This is an optimization exercise on Yosys and OpenROAD, whose aim is small area, a short achievable clock period and few clock cycles per item, not a production implementation. Function was not checked in any run shown here: the RTL went through the layout flow alone. No activity file was given, so power comes from the tool's default toggle rates.

### design/flow/design.v
module dpram_fifo #(
  parameter int VECTOR_LENGTH = 512,
  parameter int WORD_WIDTH    = 8,
  parameter int ADDR_WIDTH    = $clog2(VECTOR_LENGTH),
  parameter int LEVEL_WIDTH   = $clog2(VECTOR_LENGTH + 3)
) (
  input  logic                   clk_i,
  input  logic                   rst_i,
  input  logic                   clear_i,
  input  logic [WORD_WIDTH-1:0]  in_data_i,
  input  logic                   in_valid_i,
  output logic                   in_ready_o,
  output logic [WORD_WIDTH-1:0]  out_data_o,
  output logic                   out_valid_o,
  input  logic                   out_ready_i,
  output logic [LEVEL_WIDTH-1:0] level_o
);
  localparam int NQ = 3;
  logic                   flush_s;
  logic                   accept_s;
  logic                   pop_s;
  logic                   issue_s;
  logic [LEVEL_WIDTH-1:0] level_r;
  logic [LEVEL_WIDTH-1:0] level_s;
  logic                   full_r;
  logic [WORD_WIDTH-1:0]  mem_r [VECTOR_LENGTH];
  logic [ADDR_WIDTH-1:0]  raddr_r;       
  logic                   ram_empty_r;
  logic [1:0]             stage_cnt_r;   
  logic [63:0]            rsel_s;
  logic [WORD_WIDTH-1:0]  part_s [8];
  logic [WORD_WIDTH-1:0]  part_r [8];
  logic [2:0]             hi_r;
  logic                   v1_r;
  logic [WORD_WIDTH-1:0]  land_s;
  logic [WORD_WIDTH-1:0]  q_r [NQ];
  logic [1:0]             qn_r;
  logic [1:0]             qn_pop_s;
  logic [WORD_WIDTH-1:0]  q_s [NQ];
  assign flush_s    = rst_i || clear_i;
  assign in_ready_o = !full_r && !flush_s;
  assign accept_s   = in_valid_i && in_ready_o;
  assign pop_s      = (qn_r != 2'd0) && out_ready_i && !flush_s;
  always_comb begin
    case ({accept_s, pop_s})
      2'b10:   level_s = level_r + LEVEL_WIDTH'(1);
      2'b01:   level_s = level_r - LEVEL_WIDTH'(1);
      default: level_s = level_r;
    endcase
  end
  always_ff @(posedge clk_i) begin
    if (flush_s) begin
      level_r <= '0;
      full_r  <= 1'b0;
    end else begin
      level_r <= level_s;
      full_r  <= level_s[LEVEL_WIDTH-1];
    end
  end
  always_ff @(posedge clk_i) begin
    if (accept_s) begin
      mem_r[0] <= in_data_i;
      for (int i = 1; i < VECTOR_LENGTH; i++) begin
        mem_r[i] <= mem_r[i-1];
      end
    end
  end
  assign issue_s = !ram_empty_r && (stage_cnt_r != 2'(NQ));
  always_ff @(posedge clk_i) begin
    if (flush_s) begin
      raddr_r     <= '1;
      ram_empty_r <= 1'b1;
      stage_cnt_r <= '0;
    end else begin
      raddr_r     <= raddr_r + ADDR_WIDTH'(accept_s) - ADDR_WIDTH'(issue_s);
      ram_empty_r <= accept_s ? 1'b0 : (ram_empty_r || (issue_s && raddr_r == '0));
      stage_cnt_r <= stage_cnt_r + 2'(issue_s) - 2'(pop_s);
    end
  end
  always_comb begin
    for (int k = 0; k < 64; k++) begin
      rsel_s[k] = (raddr_r[5:0] == 6'(k));
    end
    for (int j = 0; j < 8; j++) begin
      part_s[j] = '0;
      for (int k = 0; k < 64; k++) begin
        part_s[j] = part_s[j] | (mem_r[j*64+k] & {WORD_WIDTH{rsel_s[k]}});
      end
    end
  end
  always_ff @(posedge clk_i) begin
    for (int j = 0; j < 8; j++) begin
      part_r[j] <= part_s[j];
    end
    hi_r <= raddr_r[8:6];
    v1_r <= issue_s && !flush_s;
  end
  assign land_s   = part_r[hi_r];
  assign qn_pop_s = qn_r - 2'(pop_s);
  always_comb begin
    for (int i = 0; i < NQ; i++) begin
      if (2'(i) < qn_pop_s) begin
        q_s[i] = pop_s ? q_r[(i + 1) % NQ] : q_r[i];
      end else begin
        q_s[i] = land_s;
      end
    end
  end
  always_ff @(posedge clk_i) begin
    for (int i = 0; i < NQ; i++) begin
      q_r[i] <= q_s[i];
    end
    if (flush_s) begin
      qn_r <= '0;
    end else begin
      qn_r <= qn_pop_s + 2'(v1_r);
    end
  end
  assign out_valid_o = (qn_r != 2'd0);
  assign out_data_o  = q_r[0];
  assign level_o     = level_r;
endmodule
### design/flow/run.sh
#!/bin/bash
# synth_recipe.tcl (not shown) runs the flow's synth.tcl, then flattens the netlist and writes it again
# the make line also repeats each setting of config.mk as NAME=value (left out here)
make -C /OpenROAD-flow-scripts/flow DESIGN_CONFIG=/design/flow/config.mk WORK_HOME=/design/flow/orfs CLKGATE_MAP_FILE= SYNTH_SCRIPT=/design/flow/synth_recipe.tcl finish
### design/flow/config.mk
export PLATFORM = sky130hd
export DESIGN_NAME = dpram_fifo
export DESIGN_NICKNAME = dpram_fifo
export VERILOG_FILES = /design/flow/design.v
export SDC_FILE = /design/flow/constraint.sdc
export NUM_CORES = 4
export LEC_CHECK = 0
export CAP_MARGIN = 20
export CORE_MARGIN = 2
export CORE_UTILIZATION = 55
export SETUP_SLACK_MARGIN = 0.4
export SLEW_MARGIN = 20
### design/flow/constraint.sdc
create_clock -name core_clock -period 4.5 [get_ports {clk_i}]
set_input_delay 0.9000 -clock core_clock [delete_from_list [all_inputs] [get_ports {clk_i}]]
set_output_delay 0.9000 -clock core_clock [all_outputs]
set_load 0.01 [all_outputs]
==> metrics.md, run 1 <==
| Metric | Value |
|---|---|
| IO Port Bufs | `32` |
| Psw | `19.00 mW` |
| Area growth from synthesis to layout | `14.09%` |
| Clock Power Share | `0.421` |
| Hold WC Path Type | `flip-flop to flip-flop` |
| Initial DRC Count | `20593` |
| Row Count | `193` |
| WL met3 | `89710 µm` |
| Multi-input combinational cell area | `25450 µm²` |
| TritonCTS Buffers | `419` |
| RSZ-0062 raised after global routing | `no` |
| Relative slew slack | `0.1275` |
| CTS tree | `done` |
| DR DRC count | `0` |
| Final GP Congestion | `0.9324` |
| Routed Antenna Nets | `0` |
| Gate Count Post-Synth | `8055` |
| Reg area | `125600 µm²` |
| WP data arrival | `4.80 ns` |
| Final setup violating endpoints | `0` |
| GR Overflow Total | `0` |
| Ys async rst share | `0` |
| Crit path kind | `flip-flop to flip-flop` |
| Setup TNS | `0 ns` |
| Cell Area, Synth | `152800 µm²` |
| Post-CTS Setup Bufs | `0` |
| Synth Flop Type | `edfxtp_1` |
| Register area share after synthesis | `0.8220` |
| Post-synth EDFFs | `4120` |
| CP max FO | `33` |
| Run status | `no timing/DRC/antenna violations` |
| Syn nets | `8099` |
| Commonest non-fill, non-tap cells in the layout | `edfxtp_1, a22oi_1, a221oi_1, clkbuf_16, a22o_1` |
| CTS sink cnt | `4212` |
| WP data required | `5.38 ns` |
| Largest area contributor in the netlist | `edfxtp_1` |
| Die height | `531.0 µm` |
| Core Area | `276500 µm²` |
| Max Freq | `255.0 MHz` |
| Slew Limit Fails | `0` |
| Starting Density | `0.5525` |
| Max Cap Viol | `0` |
| Vias | `95163` |
| Worst vdd ir | `0.0003445 V` |
| Most common cell after layout, fill and taps aside | `edfxtp_1` |
| Reg power frac | `0.536` |
| R2R depth | `8` |
| Area contributors post-synth | `edfxtp_1, a22oi_1, a221oi_1` |
| Share of cells above drive strength 1 | `0.1342` |
| First-pass GRT wire length | `749900 µm` |
| I/O Pins | `33` |
| Setup crit end kind | `flip-flop` |
| Leakage | `57.44 nW` |
| Met2 WL | `240200 µm` |
| Clk root buf | `clkbuf_16` |
| Gate power share | `0.043` |
| Worst Hold Depth | `0` |
| Slew @ Worst Pin | `1.306 ns` |
| Filler Cell Count | `19272` |
| Max Root-Sink Buffers | `4` |
| Post-Syn Area per Cell | `18.96 µm²` |
| Post_cts resized | `0` |
| Clock Skew | `0.05022 ns` |
| All-Layer GR Usage | `0.3953` |
| Die Width | `531.0 µm` |
| Pin count of the biggest net entering global routing | `188` |
| Startpoint types | `flip-flop` |
| Core Util, Final | `0.6303` |
| Final Hold Fails | `0` |
| Vias in the first global route | `87005` |
| Fin nets | `8491` |
| Avg WL per Cell | `45.02 µm` |
| Final wirelength | `565300 µm` |
| Final period util | `0.8713` |
| Distinct cells, synth | `66` |
| Clock-pin slew on the worst setup and hold paths | `0.07 ns` |
| HPWL after DPL | `342500 µm` |
| Sw frac | `0.2247` |
| Min cycle time layout | `3.921 ns` |
| PwrDens | `485.3 nW/µm²` |
| First-pass detailed-route iteration total | `9` |
| H-tree depth | `5` |
| Post-CTS Hold Buffers | `0` |
| Top sig layer | `met5` |
| Via density | `7.578` |
| Initial antenna violation count | `60` |
| Flop and latch count out of synthesis | `4212` |
| Yosys warning total | `6` |
| Internal power | `65.58 mW` |
| DIE AREA | `282000 µm²` |
| Met1 WL | `196800 µm` |
| Clock latency on the worst-skew pair | `1.00 ns` |
| Post-synth top area share | `0.8099` |
==> Yosys cell counts (all sizes together), types with 15 or more instances <==
library cell     n
mux2            33
buf            233
nor2b           17
o2111ai         15
dfxtp           92
nor4            23
edfxtp        4120
a21oi           99
ha              29
a221oi         479
nand3          134
nor2           136
a22o           348
mux2i          303
a22oi          676
o22ai           87
nand2          208
o2bb2ai         37
a211oi          21
and4b           32
nor3            27
or4             47
and4            17
o21ai          107
nand4          216
clkbuf         254
inv             28
or3             15
a222oi          62
a2111oi         16
==> through the flow <==
| stage | power, mW | worst slack (ns) | std cells | cell area [µm²] | hold WS [ns] |
|---|---|---|---|---|---|
| final | 84.59 | 0.5790 | 12557 | 174300 | 0.3647 |
| after global routing | 86.13 | 0.6990 | 12502 | 174100 | 0.3787 |
| after CTS | 84.40 | 0.8440 | 12500 | 174100 | 0.3642 |
| after detailed placement | 49.54 | 0.1659 | 11731 | 160400 | 0.3553 |
| after global placement | 49.48 | 0.1635 | 11729 | 160300 | 0.3546 |
| after floorplan | 50.52 | -60.66 | 8055 | 152800 | 0.3552 |
==> cells by family after synthesis <==
kind of cell,Yosys count,synth area share
compound gates,2010,0.1037
flops,4212,0.8220
mux,344,0.02347
buf+inv,515,0.01438
simple gates,924,0.03276
xor+xnor,19,0.001089
fa+ha+maj,31,0.002637
==> sequential cells by signal, summed over array words and instances (netlist names) <==
register	count
stage_cnt_r	2
qn_r	2
raddr_r	9
mem_r	4096
level_r	10
ram_empty_r	1
v1_r	1
hi_r	3
q_r	24
part_r	64
==> power groups by stage <==
stage               clock [mW]  combinational, mW  sequential [mW]
finish                    35.6               3.66             45.3
global route              37.1               3.69             45.3
CTS                       35.6               3.51             45.2
detailed placement           0               3.49             46.0
global placement             0               3.45             46.0
floorplan                    0               1.79             48.7
==> cell type report <==
cell class / count / area share
clock buffer: 558 / 0.06568
inverter: 28 / 0.0006246
sequential: 4212 / 0.7205
timing repair buffer: 458 / 0.02652
tap: 3705 / 0.02660
clock inverter: 211 / 0.01320
antenna: 57 / 0.0008184
multi-input combinational: 3328 / 0.1460
==> metal layers <==
| metal | up-vias | track usage |
|---|---|---|
| li1 | 35035 | - |
| met1 | 48710 | 0.5503 |
| met2 | 9426 | 0.5617 |
| met3 | 1960 | 0.1194 |
| met4 | 32 | 0.2146 |
| met5 | - | 0.003248 |
==> worst max-delay path, cell delays in order, from the launching register on <==
cell and delay [ns]:
dfxtp_1 0.39, ha_2 0.83, and4b_4 1.15, buf_4 0.59
a22o_1 0.22, a221oi_1 0.05, nand3_1 0.11, nor3_1 0.06
nand4_1 0.25
==> path summary, 6_finish.rpt <==
check                  start           end  slack (ns)
setup / recovery  raddr_r[3]  part_r[6][4]        0.58
hold / removal    raddr_r[6]       hi_r[0]        0.36
setup reg to reg  raddr_r[3]  part_r[6][4]        0.58
hold reg to reg   raddr_r[6]       hi_r[0]        0.36
==> run 2: changes to the inputs <==
--- a/design/flow/config.mk
+++ b/design/flow/config.mk
@@ -9,4 +9,6 @@
 export CORE_MARGIN = 2
 export CORE_UTILIZATION = 55
+export CTS_BUF_LIST = sky130_fd_sc_hd__clkbuf_8
+export CTS_CLUSTER_SIZE = 30
 export SETUP_SLACK_MARGIN = 0.4
 export SLEW_MARGIN = 20
==> run 2 against run 1 <==
Final cell count rose by 3.6%. Register-to-register slack got worse by 0.07 ns. Critical path type unchanged. Still clean. Core utilization fell by 0.50 points. Clock skew rose by 0.028 ns. Sequential share of layout area rose by 0.58 points. Flip-flop and latch count did not move.
==> metrics.md, run 2 <==
| Metric | Value |
|---|---|
| Area growth from synthesis to layout | `13.19%` |
| HPWL after DPL | `342500 µm (unchanged)` |
| Worst R2R Start | `raddr_r[2]` |
| Worst reg2reg endpoint | `part_r[6][4]` |
| First-pass GRT wire length | `756200 µm (+0.84%)` |
| Ys async rst share | `0 (unchanged)` |
| Yosys warning total | `6 (unchanged)` |
| Largest register by flop count | `mem_r` |
| Final GP Congestion | `0.9324 (unchanged)` |
| GR Overflow Total | `0 (unchanged)` |
| Min-delay src | `in_data_i[5]` |
| Die height | `531.0 µm (unchanged)` |
| Routed Antenna Nets | `0 (unchanged)` |
| Die Width | `531.0 µm (unchanged)` |
| CTS sink cnt | `4212 (unchanged)` |
| Flop and latch count out of synthesis | `4212 (unchanged)` |
| Run status | `no timing/DRC/antenna violations` |
| IO Port Bufs | `32 (unchanged)` |
| Gate Count Post-Synth | `8055 (unchanged)` |
| Post-Syn Area per Cell | `18.96 µm² (unchanged)` |
| Starting Density | `0.5525 (unchanged)` |
| I/O Pins | `33 (unchanged)` |
| Max Root-Sink Buffers | `4 (unchanged)` |
| TritonCTS Buffers | `665 (+59%)` |
| Max Freq | `250.7 MHz (-1.7%)` |
| Most frequent cell after synthesis | `edfxtp_1` |
| PwrDens | `463.4 nW/µm² (-4.5%)` |
| Final wirelength | `569900 µm (+0.82%)` |
| Sw frac | `0.2442 (+0.01953)` |
| Post-synth EDFFs | `4120 (unchanged)` |
| Filler Cell Count | `19693 (+2.2%)` |
| Clock Skew | `0.07826 ns (+0.02804 ns)` |
| Leakage | `57.95 nW (+0.90%)` |
| Slew @ Worst Pin | `1.425 ns (+0.1192 ns)` |
| Post_cts resized | `0 (unchanged)` |
| Initial DRC Count | `20308 (-1.4%)` |
| Dpl ws | `0.1659 ns (unchanged)` |
| R2R depth | `8 (unchanged)` |
| Post-synth top area share | `0.8099 (unchanged)` |
| Max Cap Viol | `0 (unchanged)` |
| Final Hold Fails | `0 (unchanged)` |
| Psw | `19.57 mW (+3.0%)` |
| Multi-input combinational cell area | `25450 µm² (about the same)` |
| Clk root buf | `clkbuf_8` |
| Top Registers | `mem_r (4096), part_r (64), q_r (24)` |
| Reg power frac | `0.566 (+0.030)` |
| First-pass detailed-route iteration total | `8 (-1)` |
| Startpoint types | `flip-flop` |
| Most common cell after layout, fill and taps aside | `edfxtp_1` |
| Crit path kind | `flip-flop to flip-flop` |
| Setup TNS | `0 ns (unchanged)` |
| Core Area | `276500 µm² (unchanged)` |
| Commonest cells in the netlist | `edfxtp_1, a22oi_1, a221oi_1, a22o_1, mux2i_1` |
| Hold path endpoint | `mem_r[0][5]` |
| H-tree depth | `6 (+1)` |
| Internal power | `60.56 mW (-7.7%)` |
| DIE AREA | `282000 µm² (unchanged)` |
| Cell Area, Synth | `152800 µm² (unchanged)` |
| Final period util | `0.8863 (+0.01500)` |
| Area contributors post-synth | `edfxtp_1, a22oi_1, a221oi_1` |
| Post-CTS Hold Buffers | `0 (unchanged)` |
| Hold WC Path Type | `input pin to flip-flop` |
| Slew Limit Fails | `0 (unchanged)` |
| Via density | `7.420 (-2.1%)` |
| Share of cells above drive strength 1 | `0.1516 (+0.01745)` |
| CP max FO | `33 (unchanged)` |
| Fin nets | `8737 (+2.9%)` |
| Syn nets | `8099 (unchanged)` |
| Clock Power Share | `0.389 (-0.032)` |
| WP data required | `5.65 ns (+0.27 ns)` |
| All-Layer GR Usage | `0.3983 (+0.003007)` |
| Clock-pin slew on the worst setup and hold paths | `0.07 ns (about the same)` |
| Worst Hold Depth | `1 (+1)` |
| Max reg flops | `4096 (unchanged)` |
| Synth Flop Type | `edfxtp_1` |
| Commonest non-fill, non-tap cells in the layout | `edfxtp_1, clkbuf_8, a22oi_1, a221oi_1, a22o_1` |
| Avg WL per Cell | `43.83 µm (-2.6%)` |
| Register area share after synthesis | `0.8220 (unchanged)` |
| WP data arrival | `5.14 ns (+0.34 ns)` |
| Final worst slack | `0.5115 ns (-0.06752 ns)` |
| Pin count of the biggest net entering global routing | `188 (unchanged)` |
| Final setup violating endpoints | `0 (unchanged)` |
| Clock latency on the worst-skew pair | `1.28 ns (+0.28 ns)` |
| Min cycle time layout | `3.989 ns (+0.06752 ns)` |
| RSZ-0062 raised after global routing | `no` |
| R2R setup slack | `0.51 ns (-0.07 ns)` |
| Distinct cells, synth | `66 (unchanged)` |
| CTS tree | `done` |
| Post-CTS Setup Bufs | `0 (unchanged)` |
| Row Count | `193 (unchanged)` |
| Initial antenna violation count | `61 (+1.7%)` |
| Vias | `96476 (+1.4%)` |
| Worst vdd ir | `0.0002896 V (-16%)` |
| Gate power share | `0.045 (+0.002)` |
| Largest area contributor in the netlist | `edfxtp_1` |
| Relative slew slack | `0.04780 (-0.07969)` |
| Reg area | `125600 µm² (unchanged)` |
| DR DRC count | `0 (unchanged)` |
| Setup crit end kind | `flip-flop` |
| Vias in the first global route | `89455 (+2.8%)` |
## run 2: cell counts after synthesis
No cell type changed its count.
## run 2: worst max-delay path by stage
stage,from,to,slack (ns),depth (start not counted)
final,raddr_r[2],part_r[6][4],0.51,8
after global placement,clear_i,level_r[9],0.16,12
after detailed placement,clear_i,level_r[9],0.17,12
after floorplan,clear_i,raddr_r[0],-60.66,7
after global routing,raddr_r[3],part_r[6][4],0.68,8
after CTS,raddr_r[3],part_r[6][4],0.83,8
## run 2: metal layers
metal | track usage | wire, µm | part of all wire | vias up
li1 | - | - | - | 35626
met1 | 0.5475 | 196900 | 0.35 | 48985
met2 | 0.5608 | 242200 | 0.42 | 9903
met3 | 0.1332 | 94040 | 0.17 | 1930
met4 | 0.2227 | 36550 | 0.064 | 32
met5 | 0.001368 | 211 | 0.00037 | -
## run 2: power groups by stage
stage          combinational (mW)  clock [mW]  sequential, mW
3_3_place_gp                 3.45           0            46.0
4_1_cts                      3.50        31.2            45.3
6_report                     3.64        31.2            45.3
5_1_grt                      3.67        32.9            45.4
2_1_floorplan                1.79           0            48.7
3_5_place_dp                 3.49           0            46.0
## run 2: logic make-up (layout without fill, tap and decap cells)
kind of cell / after synthesis / count (layout) / share of synthesized area
AOI/OAI and AO/OA: 2010 / 2010 / 0.1037
xor gates and xnor gates: 19 / 19 / 0.001089
other: 0 / 64 / 0
buffers and inverters: 515 / 1694 / 0.01438
DFF: 4212 / 4212 / 0.8220
and+or+nand+nor: 924 / 924 / 0.03276
muxes: 344 / 344 / 0.02347
adders and majority gates: 31 / 31 / 0.002637
## run 2: critical path, stage by stage, from the launching register on
cell and delay [ns]:
dfxtp_1 0.38, ha_2 0.82, and4b_4 1.12, buf_4 0.61, a22o_1 0.22, a221oi_1 0.05, nand3_1 0.11, nor3_1 0.07
nand4_1 0.25
## run 2: metrics by stage
| stage | power (mW) | util | instance area, µm² | hold slack (ns) | instances |
|---|---|---|---|---|---|
| final | 80.12 | 0.6253 | 172900 | 0.2087 | 13003 |
| after global routing | 81.88 | 0.6248 | 172800 | 0.2117 | 12944 |
| after CTS | 79.96 | 0.6247 | 172700 | 0.1397 | 12939 |
| after detailed placement | 49.54 | 0.5801 | 160400 | 0.3553 | 11731 |
| after global placement | 49.48 | 0.5799 | 160300 | 0.3546 | 11729 |
| after floorplan | 50.52 | - | 152800 | 0.3552 | 8055 |
## run 2: cell type report
type | instances | share of cell area
Sequential cell | 4212 | 0.7263
Multi-Input combinational cell | 3328 | 0.1472
Clock buffer | 707 | 0.05628
Tap cell | 3705 | 0.02681
Timing Repair Buffer | 458 | 0.02673
Clock inverter | 501 | 0.01512
Antenna cell | 64 | 0.0009263
Inverter | 28 | 0.0006296

what the ideal ports hide:
How much do the figures lean on ideal ports? The routed layouts below were timed once more, with nothing changed but the port constraints. Step 1, drivers: a clkbuf_16 drives clk_i and a buf_2 each remaining input, both assumed. Step 2 times the ports against the registers' clock, not the clock port: input delays grow and output delays shrink by t, the midpoint of the rising clock arrivals with the driver on. Slacks: no drivers / after step 1 / after step 2; pairs: no drivers / after step 1.
| run | t, ns | setup WS [ns] | worst hold slack (ns) | worst setup path after step 2 |
|---|---|---|---|---|
| run 1 | 1.071 | 0.579 / 0.579 / 0.131 | 0.365 / 0.365 / 0.365 | input to register |
| run 2 | 1.339 | 0.511 / 0.511 / 0.159 | 0.209 / 0.125 / 0.369 | input to register |
After both steps setup and hold are still met in every run listed. For run 1, which loses most, drivers alone change the setup slack by 0.000 ns; drivers and shift together by -0.448 ns.
